Background: an optimization exercise with open tools, aiming at small area, a short achievable clock period and few clock cycles. Do not read the settings as production practice. Only simulation tests tie the RTL to the original design; equivalence was not proved. Power is estimated from default activity; no workload was simulated.

## infix_expression_evaluator_unit
module infix_expression_evaluator_unit (
   input  logic                        clock,
   input  logic                        reset,
   input  logic                        req_tvalid,
   output logic                        req_tready,
   input  logic [7:0]                  req_tdata,
   input  logic                        req_tlast,
   output logic                        rsp_tvalid,
   input  logic                        rsp_tready,
   output logic signed [31:0]          rsp_tdata,
   output logic [1:0]                  rsp_tuser
);
   logic [1:0]  state_q, state_d;
   logic [31:0] sum_q, sum_d;
   logic [31:0] term_q, term_d;
   logic        ts_q, ts_d;        
   logic [31:0] acc_q, acc_d;
   logic [31:0] rem_q, rem_d;
   logic [1:0]  op_q, op_d;
   logic        sign_q, sign_d;
   logic [1:0]  st_q, st_d;
   logic        fresh_q, fresh_d;
   logic        rv_q, rv_d;
   logic [1:0]  rst_q, rst_d;
   logic [1:0]  pk_q, pk_d;
   logic        pa_q, pa_d;
   logic        pl_q, pl_d;
   logic [4:0]  pos_q, pos_d;
   logic [4:0]  cnt_q, cnt_d;
   logic        qn_q, qn_d;
   logic [7:0] c;
   logic       is_digit, is_space, is_addsub, is_muldiv, is_nl, is_inv;
   assign c         = req_tdata;
   assign is_digit  = (c >= CH_ZERO) && (c <= CH_NINE);
   assign is_space  = (c == CH_SPACE);
   assign is_addsub = (c == CH_PLUS) || (c == CH_MINUS);
   assign is_muldiv = (c == CH_STAR) || (c == CH_SLASH);
   assign is_nl     = (c == CH_NEWLINE);
  ...
Size in the first run: ~17000 um2 of cells after synthesis.
clock: 9.0 ns
lec_check: 0
abc_clock_period_in_ps: 4000
cap_margin: 20
core_margin: 2
core_utilization: 40
setup_slack_margin: 4
slew_margin: 20
run.sh (not shown) runs the stock make flow with config.mk's settings and CLKGATE_MAP_FILE= SYNTH_SCRIPT=/design/flow/synth_recipe.tcl, a recipe that flattens the netlist after the stock synthesis.
The starting point went through all stages and came out clean.
Testbench counts at the start, summed over its fixed seeds: cycles 41,417.
Change:
ABC_CLOCK_PERIOD_IN_PS = not set   (was 4000)
SETUP_SLACK_MARGIN = not set   (was 4)
Effect: The new run went through all stages and came out clean. Routed wire length goes down by a little under a tenth. Cell count goes down by a few percent. Clock power goes up by a few percent. Final area goes down by a little under a tenth. Power goes down slightly. Combinational power goes down by a little under a tenth. Worst setup slack loses 1600 ps. Global-route usage goes down by 0.84 points. Core utilization goes down by 3.8 points. Non-clock buffer count goes down by 79. Die area is unchanged.

* * *

## fjord
infix_expression_evaluator_unit, a different RTL version from the one above (not shown whole).
For scale: roughly 2400 cells after synthesis, roughly 180 flip-flops, ~49 I/O pins.
export LEC_CHECK = 0
export ABC_AREA = 1
export CAP_MARGIN = 20
export CORE_MARGIN = 2
export CORE_UTILIZATION = 40
export GPL_TIMING_DRIVEN = 0
export SETUP_SLACK_MARGIN = 4.5
export SLEW_MARGIN = 20
create_clock -name core_clock -period 9.0 [get_ports {clock}]
Testbench counts of fjord, summed over its fixed seeds: cycles 38,127.
### fjord -> indigo
# fjord
export LEC_CHECK = 0
export ABC_AREA = 1
export CAP_MARGIN = 20
export CORE_MARGIN = 2
export CORE_UTILIZATION = 40
export GPL_TIMING_DRIVEN = 0
export SETUP_SLACK_MARGIN = 4.5
export SLEW_MARGIN = 20
create_clock -name core_clock -period 9.0 [get_ports {clock}]
# indigo
export LEC_CHECK = 0
export ABC_AREA = 1
export CAP_MARGIN = 20
export CORE_MARGIN = 2
export CORE_UTILIZATION = 40
export SETUP_SLACK_MARGIN = 4.5
export SLEW_MARGIN = 20
create_clock -name core_clock -period 9.0 [get_ports {clock}]
Findings:
Summary — global routing usage summed across all routing layers, indigo relative to fjord: lower, by 5.4 points. From indigo to fjord, flip-flop and latch count did not move at all. Diff indigo and fjord: cell count lower in indigo. indigo: data required time at the worst endpoint is 2.19 ns lower than what fjord reported. Comparing indigo and fjord, the lower critical path depth was measured on indigo. Worst slew slack as a fraction of its limit for indigo: 8.4 points up relative to fjord. Min worst path buffer plus inverter count across indigo and fjord: indigo. Per the comparison of indigo with fjord, final-layout clock-cell area share essentially unchanged, number of nets in the layout shrank by 55, time the worst path needs with I/O delays and setup dropped 0.18 ns.
What xenon does differently from indigo at the input level:
# indigo
export LEC_CHECK = 0
export ABC_AREA = 1
export CAP_MARGIN = 20
export CORE_MARGIN = 2
export CORE_UTILIZATION = 40
export SETUP_SLACK_MARGIN = 4.5
export SLEW_MARGIN = 20
create_clock -name core_clock -period 9.0 [get_ports {clock}]
# xenon
export LEC_CHECK = 0
export ABC_AREA = 1
export CAP_MARGIN = 20
export CORE_MARGIN = 2
export CORE_UTILIZATION = 40
export SETUP_SLACK_MARGIN = 4.25
export SLEW_MARGIN = 20
create_clock -name core_clock -period 9.0 [get_ports {clock}]
==> comparison <==
- Between indigo and xenon, the difference in number of nets in the final layout is negligible.
- [diff] slack of the critical path, xenon relative to indigo: regression
- Looking at end point of the critical path, the req_tready result is from indigo; the rem_q[24]$_DFFE_PP_ one comes from xenon.
- Changes observed in xenon relative to indigo: die span in y roughly the same; finished layout cell area lower; worst-path maximum fanout higher; post-route total power lower.

* * *

== the reference run ==
infix_expression_evaluator_unit again, from the RTL that the note above started with.
==> flow/design.v (excerpt) <==
module infix_expression_evaluator_unit (
   input  logic                        clock,
   input  logic                        reset,
   input  logic                        req_tvalid,
   output logic                        req_tready,
   input  logic [7:0]                  req_tdata,
   input  logic                        req_tlast,
   output logic                        rsp_tvalid,
   input  logic                        rsp_tready,
   output logic signed [31:0]          rsp_tdata,
   output logic [1:0]                  rsp_tuser
);
   logic        iv_q;
   logic        ic_dig_q, ic_as_q, ic_md_q, ic_nl_q, ic_inv_q, ia_q, il_q;
   logic [3:0]  id_q;
   logic        ip1_1_q, ip1_2_q, ip1_4_q, ip1_8_q, ip2_1_q, ip2_2_q, ineg_q;
   logic        ih1_1_q, ih1_2_q, ih1_4_q, ih1_8_q, ih2_1_q, ih2_2_q, ihneg_q;
   logic [1:0]  state_q, state_d;
   logic [31:0] sum_q, sum_d;
   logic [31:0] term_q, term_d;
   logic        ts_q, ts_d;
   logic [31:0] acc_q, acc_d;
   logic [31:0] rem_q, rem_d;
   logic [1:0]  op_q, op_d;
   logic        sign_q, sign_d;
  ...
clock: 9.0 ns
lec_check: 0
abc_area: 1
cap_margin: 20
core_margin: 2
core_utilization: 40
gpl_routability_driven: 0
setup_slack_margin: 4.5
slew_margin: 20
Testbench counts of the reference run, summed over its fixed seeds: cycles 38,127.
What the trial run does differently from the reference run at the input level:
# the reference run
export LEC_CHECK = 0
export ABC_AREA = 1
export CAP_MARGIN = 20
export CORE_MARGIN = 2
export CORE_UTILIZATION = 40
export GPL_ROUTABILITY_DRIVEN = 0
export SETUP_SLACK_MARGIN = 4.5
export SLEW_MARGIN = 20
create_clock -name core_clock -period 9.0 [get_ports {clock}]
# the trial run
export LEC_CHECK = 0
export ABC_AREA = 1
export CAP_MARGIN = 20
export CORE_MARGIN = 2
export CORE_UTILIZATION = 50
export SETUP_SLACK_MARGIN = 5
export SLEW_MARGIN = 20
create_clock -name core_clock -period 9.0 [get_ports {clock}]
==> results.txt <==
Fraction of standard cell area in multi-input logic across the reference run and the trial run: no real change. Compared with the reference run, the router placed more vias in the trial run. Die area | the trial run < the reference run. On part of the power in the clock network: between the reference run and the trial run, it ends up lower for the trial run. Compared with the reference run, placement density in the core of the trial run is higher. Run comparison: the reference run slowest stage cell on the critical path sky130_fd_sc_hd__clkdlybuf4s50_1; the trial run slowest stage cell on the critical path sky130_fd_sc_hd__fa_1. The trial run vs the reference run: total global-route track usage up. Compared to the reference run, the trial run has fraction of area in registers 1.2 points lower.

* * *

Setup of run A:
Another version of the RTL of infix_expression_evaluator_unit (not shown whole).
Size: ~2100 cells after synthesis.
Design infix_expression_evaluator_unit, start of the top module:
module infix_expression_evaluator_unit (
   input  logic                        clock,
   input  logic                        reset,
   input  logic                        req_tvalid,
   output logic                        req_tready,
   input  logic [7:0]                  req_tdata,
   input  logic                        req_tlast,
   output logic                        rsp_tvalid,
   input  logic                        rsp_tready,
   output logic signed [31:0]          rsp_tdata,
   output logic [1:0]                  rsp_tuser
);
   logic        iv_q;
   logic        ic_dig_q, ic_as_q, ic_md_q, ic_nl_q, ic_inv_q, ia_q, il_q;
   logic [3:0]  id_q;
   logic        ip1_1_q, ip1_2_q, ip1_4_q, ip1_8_q, ip2_1_q, ip2_2_q, ineg_q;
   logic [1:0]  state_q, state_d;
   logic [31:0] sum_q, sum_d;
   logic [31:0] term_q, term_d;
   logic        ts_q, ts_d;
   logic [31:0] acc_q, acc_d;
   logic [31:0] rem_q, rem_d;
   logic [1:0]  op_q, op_d;
   logic        sign_q, sign_d;
   logic [1:0]  st_q, st_d;
   logic        fresh_q, fresh_d;
  ...
export LEC_CHECK = 0
export CAP_MARGIN = 20
export CORE_MARGIN = 2
export CORE_UTILIZATION = 60
export SETUP_SLACK_MARGIN = 5
export SLEW_MARGIN = 20
create_clock -name core_clock -period 9.0 [get_ports {clock}]
Run A: flow completed, timing, DRC and antenna clean
Testbench counts of run A, summed over its fixed seeds: cycles 40,047.
Input changes introduced in run B (baseline for comparison: run A):
Settings: CORE_UTILIZATION changed from 60 to 40.
Notes after the runs:
Run B reached the end of the flow, and the finished layout is clean on the timing, DRC and antenna checks. Wire: run B routes more than run A. The lower sum of met2 wire segment lengths after detailed routing came out of run A. As far as part of the total power dissipated in sequential elements is concerned, run B and run A perform about the same. Setup slack after placement, run B and run A: lower on run B. Cmp run B and run A / setup slack / lower: run A. Run B against run A: slew of the pin with the lowest slew margin rose by 10 ps; overall power saw a decrease. Critical path launch point: ip1_1_q -> run A, ip1_2_q -> run B. Re number of clock buffers in the layout: run A was lower than run B.
Relative to run B, the following input files were edited for run C:
Settings: SETUP_SLACK_MARGIN now 4, was 5.
==> comparison <==
Run C closes out successfully: all stages finished, all timing, DRC and antenna checks passed.
Run B: all stages complete, timing, DRC and antenna checks passed
Share of power burned in combinational logic: run C vs run B down 3.3 points
Per the comparison of run C with run B, non-clock buffer count lost 46%, number of H-tree branching levels has remained practically unchanged.

* * *

## job 1643
RTL: one of the versions met above, not the one the previous note started from.
For scale: about 2400 cells after synthesis, roughly 180 flip-flops, about 49 I/O pins, roughly 17000 um^2 of cells after synthesis.
## infix_expression_evaluator_unit
module infix_expression_evaluator_unit (
   input  logic                        clock,
   input  logic                        reset,
   input  logic                        req_tvalid,
   output logic                        req_tready,
   input  logic [7:0]                  req_tdata,
   input  logic                        req_tlast,
   output logic                        rsp_tvalid,
   input  logic                        rsp_tready,
   output logic signed [31:0]          rsp_tdata,
   output logic [1:0]                  rsp_tuser
);
export LEC_CHECK = 0
export ABC_AREA = 1
export CAP_MARGIN = 20
export CORE_MARGIN = 2
export CORE_UTILIZATION = 40
export SETUP_SLACK_MARGIN = 4.5
export SLEW_MARGIN = 20
export TNS_END_PERCENT = 20
create_clock -name core_clock -period 9.0 [get_ports {clock}]
Job 1643 did not stop at any stage, and its layout met the timing, DRC and antenna checks.
Testbench counts of job 1643, summed over its fixed seeds: cycles 38,127.
Here is what was changed in the inputs of job 8877 compared with job 1643.
- GPL_ROUTABILITY_DRIVEN: unset -> 0
- SETUP_SLACK_MARGIN: 4.5 -> 5
- TNS_END_PERCENT: 20 -> unset
--- outcome ---
In job 8877, met3 wirelength from detailed routing is higher than in job 1643.
Relative to job 1643, job 8877 improves worst path setup slack after routing.
Job 8877 went all the way through the flow, and no timing, DRC or antenna check failed.
Highest attainable clock frequency came out higher on job 8877 than on job 1643.
Summary of the comparison: sequential share of layout area is lower in job 8877, relative to job 1643.
On final worst-path cycle share: between job 1643 and job 8877, it ends up lower for job 8877.
What job 4907 does differently from job 8877 at the input level:
- GPL_ROUTABILITY_DRIVEN: 0 -> unset
## What came out
Job 4907 completed every stage of the flow, and the final layout passed the timing, DRC and antenna checks. Job 8877 went all the way through the flow, and no timing, DRC or antenna check failed. As far as die outline height goes, job 8877 and job 4907 are indistinguishable; the numbers are identical. Relative to job 8877, wire length of the first global-routing pass has increased by about 2.2% in job 4907. Delta (job 4907 minus job 8877): minimum setup slack in the final design saw a decrease; area growth from synthesis to layout +0.43 points; maximum frequency from static timing analysis lost 1.8%; cell count did not really move; post-route minimum period climbed 0.076 ns. Compare job 4907 and job 8877 | initial antenna violation count higher: job 8877. Going from job 8877 to job 4907, internal portion of total power grows by 0.86%. The number of setup buffers added after CTS in job 4907 sits 6 above the value recorded for job 8877.
#### Input delta (job 5619 over job 4907)
- swapping 40 for 35 in CORE_UTILIZATION
- swapping 5 for 4.5 in SETUP_SLACK_MARGIN
Findings:
The flow did not stop early for job 5619: all stages ran, and the layout cleared the timing, DRC and antenna checks.
Comparing job 5619 and job 4907, the higher core utilization was measured on job 4907.
Number of antenna violations at the first check in global routing for job 5619: 1 up relative to job 4907
Combinational share of power in job 5619 is 2.1 points lower than in job 4907
Power: job 5619 draws less than job 4907

* * *

Setup of the previous run:
Another version of the RTL of infix_expression_evaluator_unit (not shown whole).
For scale: about 2300 cells after synthesis, roughly 180 flip-flops, about 49 I/O pins.
clock: 9.0 ns
lec_check: 0
abc_area: 1
cap_margin: 20
core_margin: 2
core_utilization: 40
setup_slack_margin: 5
slew_margin: 20
Testbench counts of the previous run, summed over its fixed seeds: cycles 38,127.
Input-level comparison between the current run and the previous run:
# the previous run
export LEC_CHECK = 0
export ABC_AREA = 1
export CAP_MARGIN = 20
export CORE_MARGIN = 2
export CORE_UTILIZATION = 40
export SETUP_SLACK_MARGIN = 5
export SLEW_MARGIN = 20
create_clock -name core_clock -period 9.0 [get_ports {clock}]
# the current run
export LEC_CHECK = 0
export CAP_MARGIN = 20
export CORE_MARGIN = 2
export CORE_UTILIZATION = 40
export SETUP_SLACK_MARGIN = 5
export SLEW_MARGIN = 20
create_clock -name core_clock -period 9.0 [get_ports {clock}]
[summary]
Maximum frequency of the current run falls short of that of the previous run by a few percent. Of the previous run and the current run, the lower post-route minimum period belongs to the previous run. The current run — placement-stage cell area about 1.5% lower, the previous run as reference. Total power of the final layout (the current run / the previous run): 0.57. Cmp the previous run and the current run / non-clock buffer count / lower: the previous run. Comparing the previous run and the current run, the higher pre-CTS setup slack is on the current run. The current run ran to completion and came out clean on the timing, DRC and antenna checks. On combinational power share, the lower figure sits with the current run, not the previous run. Of the previous run and the current run, the run reporting the lower combined area of the multi-input logic cells was the previous run.

* * *

infix_expression_evaluator_unit with an RTL version that a note above also has.
Size: roughly 2400 cells after synthesis, ~180 flip-flops, roughly 49 I/O pins, about 0.017 mm2 of cells after synthesis.
Settings: LEC_CHECK=0, ABC_AREA=1, CAP_MARGIN=20, CORE_MARGIN=2, CORE_UTILIZATION=40, SETUP_SLACK_MARGIN=4.75, SLEW_MARGIN=20; clock period 9.0 ns.
Testbench counts at the start, summed over its fixed seeds: cycles 38,127.
Change:
--- a/flow/config.mk
+++ b/flow/config.mk
@@ -11,3 +11,4 @@
 export CORE_UTILIZATION = 40
-export SETUP_SLACK_MARGIN = 4.75
+export PLACE_DENSITY_LB_ADDON = 0.1
+export SETUP_SLACK_MARGIN = 4.5
 export SLEW_MARGIN = 20
The new run completed without violations.
Flip-flop and latch count does not change.
Worst setup slack loses 0.17 ns.
Non-clock buffer count came out lower by 37.
Routed wire length came out higher by 1.2%.
Sequential power hardly moves.
Synthesized area stays the same.
Cell area came out lower by 3.9%.
Worst hold slack loses 0.0053 ns.
Change:
--- a/flow/config.mk
+++ b/flow/config.mk
@@ -11,4 +11,3 @@
 export CORE_UTILIZATION = 40
-export PLACE_DENSITY_LB_ADDON = 0.1
-export SETUP_SLACK_MARGIN = 4.5
+export SETUP_SLACK_MARGIN = 4
 export SLEW_MARGIN = 20
=> Core utilization drops by 0.64 points; area after synthesis is unchanged; routed wire length falls by 5.2%; worst hold slack stays flat.
Change:
--- a/flow/config.mk
+++ b/flow/config.mk
@@ -10,4 +10,4 @@
 export CORE_MARGIN = 2
-export CORE_UTILIZATION = 40
-export SETUP_SLACK_MARGIN = 4
+export CORE_UTILIZATION = 50
+export SETUP_SLACK_MARGIN = 4.5
 export SLEW_MARGIN = 20
Outcome:
- count of clock-buffer cells in the layout came out higher by 6
- critical path depth came out lower by 14
- synthesized area stays the same
- sequential power hardly moves
- hold slack improved by 0.0076 ns

## separate check: timing with driven ports
The results above use ideal ports. As a check the final layouts listed here were re-extracted and re-timed, cells and wires unchanged.
Step 1 sets driving cells, clkbuf_16 on the clock port and buf_2 on the other inputs (assumed; they add their load-dependent delay and slew).
Step 2 adds t to the input delays and takes it off the output delays; t is the mean of the earliest and latest rising clock arrival at the registers after step 1. Input paths then give back, and output paths get back, about the clock's delay inside the block.
a / b / c = no drivers / after step 1 / after step 2; a / b = the first two.
| run | shift t [ns] | setup WS [ns] | worst setup path after step 2 | pins driven straight from the clock port |
|---|---|---|---|---|
| the first run of note 1 | 0.525 | 3.358 / 3.116 / 2.591 | input to register | 1 |
| the second run of note 1 | 0.518 | 1.761 / 1.792 / 1.274 | input to register | 1 |
| fjord | 0.571 | 4.574 / 4.574 / 4.574 | register to register | 1 |
| indigo | 0.534 | 4.757 / 4.703 / 4.588 | input to register | 1 |
| xenon | 0.536 | 4.653 / 4.653 / 4.247 | input to register | 1 |
| the reference run | 0.522 | 4.780 / 4.728 / 4.358 | input to register | 1 |
| the trial run | 0.509 | 4.878 / 4.878 / 4.587 | input to register | 1 |
| run A | 0.523 | 4.579 / 4.579 / 4.579 | register to register | 1 |
| run B | 0.518 | 4.701 / 4.701 / 4.701 | register to register | 1 |
| run C | 0.522 | 4.253 / 4.253 / 4.253 | register to register | 1 |
| job 1643 | 0.534 | 4.754 / 4.700 / 4.269 | input to register | 1 |
| job 8877 | 0.514 | 4.932 / 4.932 / 4.670 | input to register | 1 |
| job 4907 | 0.528 | 4.856 / 4.856 / 4.681 | input to register | 1 |
| job 5619 | 0.522 | 4.709 / 4.709 / 4.673 | input to register | 1 |
| the previous run | 0.530 | 4.798 / 4.798 / 4.652 | input to register | 1 |
| the current run | 0.520 | 4.512 / 4.512 / 4.512 | register to register | 1 |
| the first run of note 7 | 0.526 | 4.861 / 4.849 / 4.610 | input to register | 1 |
| the second run of note 7 | 0.556 | 4.688 / 4.688 / 4.463 | input to register | 1 |
| the third run of note 7 | 0.536 | 4.406 / 4.406 / 4.258 | input to register | 1 |
| the fourth run of note 7 | 0.514 | 4.641 / 4.586 / 4.614 | input to register | 1 |
After both steps setup and hold are still met in every run listed. The setup slack of the first run of note 1, which loses most, moves by -0.242 ns with the drivers and by -0.767 ns with both steps.
